Context: an optimization exercise on an open-source flow, tuned for small area, a short achievable clock period and few clock cycles. The choices shown serve that exercise and are no tape-out recipe. Where RTL was checked, it was by simulation tests only, not by an equivalence proof against the original.

## before
// ast_tensor_stream_sv
module ast_tensor_stream_sv #(
   parameter int DATAWIDTH = 14,
   parameter int SIZE      = 4,
   parameter int ACCWIDTH  = 2*DATAWIDTH+$clog2(SIZE)
) (
   input  logic                   clk,
   input  logic                   reset_n,
   input  logic                   cfg_valid,
   input  logic [$clog2(SIZE):0]  cfg_q,
   input  logic [$clog2(SIZE):0]  cfg_r,
   input  logic [$clog2(SIZE):0]  cfg_k,
   input  logic                   in_valid,
   output logic                   in_ready,
   input  logic                   in_set,
   input  logic [DATAWIDTH-1:0]   in_data,
   input  logic                   start,
   input  logic                   keep_b,
   input  logic                   relu,
   output logic                   out_valid,
   input  logic                   out_ready,
   output logic [DATAWIDTH-1:0]   out_data,
   output logic                   out_last,
   output logic                   busy,
   output logic                   done,
   output logic                   err
);
export LEC_CHECK = 0
export ABC_CLOCK_PERIOD_IN_PS = 5000
export CAP_MARGIN = 20
export CORE_MARGIN = 2
export CORE_UTILIZATION = 50
export CTS_CLUSTER_DIAMETER = 80
export CTS_CLUSTER_SIZE = 24
export PLACE_DENSITY = 0.75
export SLEW_MARGIN = 20
create_clock -name core_clock -period 10.0 [get_ports {clk}]
standard.sh (not shown) runs the stock make flow with config.mk's settings and CLKGATE_MAP_FILE= SYNTH_SCRIPT=/design/flow/synth_recipe.tcl, a recipe that flattens the netlist after the stock synthesis.
==> flow/flow/run.sh <==
#!/bin/bash
# Standard layout, with timing repair aiming further below the clock period.
set -e
export SETUP_SLACK_MARGIN=5.6
bash standard.sh > standard.log 2>&1
before finished every step from synthesis to the final layout, and the layout passed the timing, design-rule and antenna checks.
Testbench counts of before, summed over its fixed seeds: cycles 15,315.
Modified inputs, after compared to before
--- a/flow/design.v
+++ b/flow/design.v
@@ -290,17 +290,17 @@
    always_ff @(posedge clk) begin
       for (int r = 0; r < 4; r++) begin
          ta[r] <= op_a[r];
          for (int k = 0; k < 7; k++) begin
             logic x2, x1, x0;
             x2 = op_b[r][2*k+1];
             x1 = op_b[r][2*k];
             x0 = (k == 0) ? 1'b0 : op_b[r][2*k-1];
-            bn[r][k] <= x2 && !(x1 && x0) && (CW'(r) < r_r);
+            bn[r][k] <= x2 && !(x1 && x0);
             b1[r][k] <= x1 ^ x0;
             b2[r][k] <= (x2 && !x1 && !x0) || (!x2 && x1 && x0);
          end
       end
    end
    logic [29:0] cs [3];
    logic tp1, tp2, tp3, tp4, tp5, tp6, tp7, tp8, tp9, tp10, tp11, tp12;
    logic tp13, tp14, tp15, tp16, tp17, tp18, tp19, tp20, tp21, tp22, tp23, tp24;
@@ -1699,35 +1699,27 @@
    always_ff @(posedge clk) begin
       for (int r = 0; r < 3; r++) ps[r] <= cs[r];
    end
    logic signed [29:0] psum;
    always_comb begin
       psum = ps[0];
       for (int r = 1; r < 3; r++) psum = psum + ps[r];
    end
-   logic                 ovf, zero;
-   logic [DATAWIDTH-1:0] o_raw;
-   logic                 o_ovf, o_neg, o_zero;
+   logic [DATAWIDTH-1:0] res;
    always_comb begin
-      ovf  = psum[29:13] != {17{psum[29]}};
-      zero = 1'b0;
-      zero = relu && (ovf ? psum[29] : psum[13]);
+      if (psum[29:13] != {17{psum[29]}})
+         res = psum[29] ? 14'h2000 : 14'h1fff;
+      else
+         res = psum[13:0];
+      if (relu && res[DATAWIDTH-1]) res = '0;
    end
    always_ff @(posedge clk or negedge reset_n) begin
       if (!reset_n) out_valid <= 1'b0;
       else if (!stall) out_valid <= load;
    end
    always_ff @(posedge clk) begin
       if (!stall) begin
-         o_raw    <= psum[13:0];
-         o_ovf    <= ovf;
-         o_neg    <= psum[29];
-         o_zero   <= zero;
+         out_data <= res;
          out_last <= (CW'(ci) == q_r - CW'(1)) && (CW'(cj) == k_r - CW'(1));
       end
    end
-   always_comb begin
-      if (o_zero)     out_data = '0;
-      else if (o_ovf) out_data = o_neg ? 14'h2000 : 14'h1fff;
-      else            out_data = o_raw;
-   end
 endmodule
## What came out
- after finished every step from synthesis to the final layout, and the layout passed the timing, design-rule and antenna checks.
- Utilization before -> after: up
- Compared after vs before, and number of inverters outside the clock class in the layout is up in after.
- Diff before -> after: total cell area at the placement stage has increased.
- Summary of the comparison: sequential share of the synthesized area is lower in after, relative to before.
- Depth of the critical timing path with buffers and inverters included: after vs before up 1
Testbench counts of after, summed over its fixed seeds: cycles 15,315.

Setup of 04-26:
Another version of the RTL of ast_tensor_stream_sv (not shown whole).
Size in the first run: roughly 4300 cells after synthesis, ~770 flip-flops, about 52 I/O pins, ~50000 um2 of cells after synthesis.
export LEC_CHECK = 0
export ABC_CLOCK_PERIOD_IN_PS = 5000
export CAP_MARGIN = 20
export CORE_MARGIN = 2
export CORE_UTILIZATION = 50
export CTS_CLUSTER_DIAMETER = 80
export CTS_CLUSTER_SIZE = 24
export PLACE_DENSITY = 0.75
export SLEW_MARGIN = 20
create_clock -name core_clock -period 10.0 [get_ports {clk}]
Scripts as last shown in full above: flow/flow/run.sh
Input-level comparison between 04-07 and 04-26:
diff --git a/flow/design.v b/flow/design.v
--- a/flow/design.v
+++ b/flow/design.v
@@ -26,18 +26,22 @@
 );
    localparam int unsigned CW = $clog2(SIZE) + 1;
    localparam int unsigned NW = 2 * CW;
    logic [CW-1:0] q_r, r_r, k_r;
    logic [NW-1:0] a_cnt, b_cnt, a_need, b_need;
    logic          keep_r;
    logic          a_room, b_room;      
    logic          dims_ok, start_ok, accept, go, fin;
    logic [1:0]    ai, ar;              
+   assign a_need   = NW'(q_r) * NW'(r_r);
+   assign b_need   = NW'(r_r) * NW'(k_r);
+   assign dims_ok  = (q_r != '0) && (r_r != '0) && (k_r != '0) &&
+                     (q_r <= CW'(SIZE)) && (r_r <= CW'(SIZE)) && (k_r <= CW'(SIZE));
    assign start_ok = !cfg_valid && dims_ok && (a_cnt == a_need) && (b_cnt == b_need);
    assign in_ready = in_set ? b_room : a_room;
    assign accept   = in_valid && in_ready && !cfg_valid;
    assign go       = !busy && start && start_ok;
    assign fin      = out_valid && out_ready && out_last;
    logic [CW-1:0] q_n, r_n, k_n;
    logic [NW-1:0] a_cnt_n, b_cnt_n;
    logic          busy_n;
    always_comb begin
@@ -81,39 +85,30 @@
          a_room_n = a_room;
          b_room_n = b_room;
       end
    end
    always_ff @(posedge clk or negedge reset_n) begin
       if (!reset_n) begin
          q_r    <= '0;
          r_r    <= '0;
          k_r    <= '0;
-         a_need <= '0;
-         b_need <= '0;
-         dims_ok <= 1'b0;
          a_cnt  <= '0;
          b_cnt  <= '0;
          keep_r <= 1'b0;
          busy   <= 1'b0;
          done   <= 1'b0;
          err    <= 1'b0;
          a_room <= 1'b0;
          b_room <= 1'b0;
       end else begin
          q_r    <= q_n;
          r_r    <= r_n;
          k_r    <= k_n;
-         if (!busy && cfg_valid) begin
-            a_need  <= NW'(cfg_q) * NW'(cfg_r);
-            b_need  <= NW'(cfg_r) * NW'(cfg_k);
-            dims_ok <= (cfg_q != '0) && (cfg_r != '0) && (cfg_k != '0) &&
-                       (cfg_q <= CW'(SIZE)) && (cfg_r <= CW'(SIZE)) && (cfg_k <= CW'(SIZE));
-         end
          a_cnt  <= a_cnt_n;
          b_cnt  <= b_cnt_n;
          busy   <= busy_n;
          done   <= busy && fin;
          err    <= !busy && start && !start_ok;
          if (go) keep_r <= keep_b;
          a_room <= a_room_n;
          b_room <= b_room_n;
       end
@@ -1703,36 +1698,28 @@
    logic [29:0] ps [3];
    always_ff @(posedge clk) begin
       for (int r = 0; r < 3; r++) ps[r] <= cs[r];
    end
    logic signed [29:0] psum;
    always_comb begin
       psum = ps[0];
       for (int r = 1; r < 3; r++) psum = psum + ps[r];
    end
-   logic                 ovf, zero;
-   logic [DATAWIDTH-1:0] o_raw;
-   logic                 o_ovf, o_neg, o_zero;
+   logic [DATAWIDTH-1:0] res;
    always_comb begin
-      ovf  = psum[29:13] != {17{psum[29]}};
-      zero = 1'b0;
-      zero = relu && (ovf ? psum[29] : psum[13]);
+      if (psum[29:13] != {17{psum[29]}})
+         res = psum[29] ? 14'h2000 : 14'h1fff;
+      else
+         res = psum[13:0];
+      if (relu && res[DATAWIDTH-1]) res = '0;
    end
    always_ff @(posedge clk or negedge reset_n) begin
       if (!reset_n) out_valid <= 1'b0;
       else if (!stall) out_valid <= load;
    end
    always_ff @(posedge clk) begin
       if (!stall) begin
-         o_raw    <= psum[13:0];
-         o_ovf    <= ovf;
-         o_neg    <= psum[29];
-         o_zero   <= zero;
+         out_data <= res;
          out_last <= (CW'(ci) == q_r - CW'(1)) && (CW'(cj) == k_r - CW'(1));
       end
    end
-   always_comb begin
-      if (o_zero)     out_data = '0;
-      else if (o_ovf) out_data = o_neg ? 14'h2000 : 14'h1fff;
-      else            out_data = o_raw;
-   end
 endmodule
## What came out
Compared to 04-26, the routing of 04-07 uses less wire.
In 04-07, post-cts resize count is lower than in 04-26.
04-07 ended with less global-route usage than 04-26.
Per the comparison of 04-07 with 04-26, number of vias after detailed routing essentially unchanged; synthesized-area fraction occupied by and/or/nand/nor cells moved up.
04-07 completed; timing, DRC and antenna clean
Number of cells on the worst reg-to-reg path in 04-07 is 1 higher than in 04-26
Testbench counts of 04-07, summed over its fixed seeds: cycles 15,315.
Function not checked in 04-26: the RTL went through the layout flow alone.

static timing again, ports no longer ideal:
In the flow no input, the clock included, has a driving cell. The finished layouts below were timed again as built, in two steps. Step 1 assumes that a clkbuf_16 drives the clock port and a buf_2 every other input. Step 2, shift: input delay + t, output delay - t, t = (earliest + latest rising clock arrival at the registers) / 2. This alone moves slack from input paths to output paths. Slacks: no drivers / after step 1 / after step 2; pairs: no drivers / after step 1.
run | t (ns) | slack for setup (ns) | slew at the worst register clock pin (ns)
before | 0.730 | 5.627 / 5.582 / 5.149 | 0.10 / 0.10
after | 0.714 | 5.591 / 5.531 / 5.022 | 0.10 / 0.10
04-26 | 0.718 | 5.471 / 5.424 / 5.098 | 0.10 / 0.10
04-07 | 0.720 | 5.619 / 5.557 / 5.067 | 0.10 / 0.10
After both steps setup and hold are still met in every run listed. The setup slack of after, which loses most, moves by -0.060 ns with the drivers and by -0.569 ns with both steps.
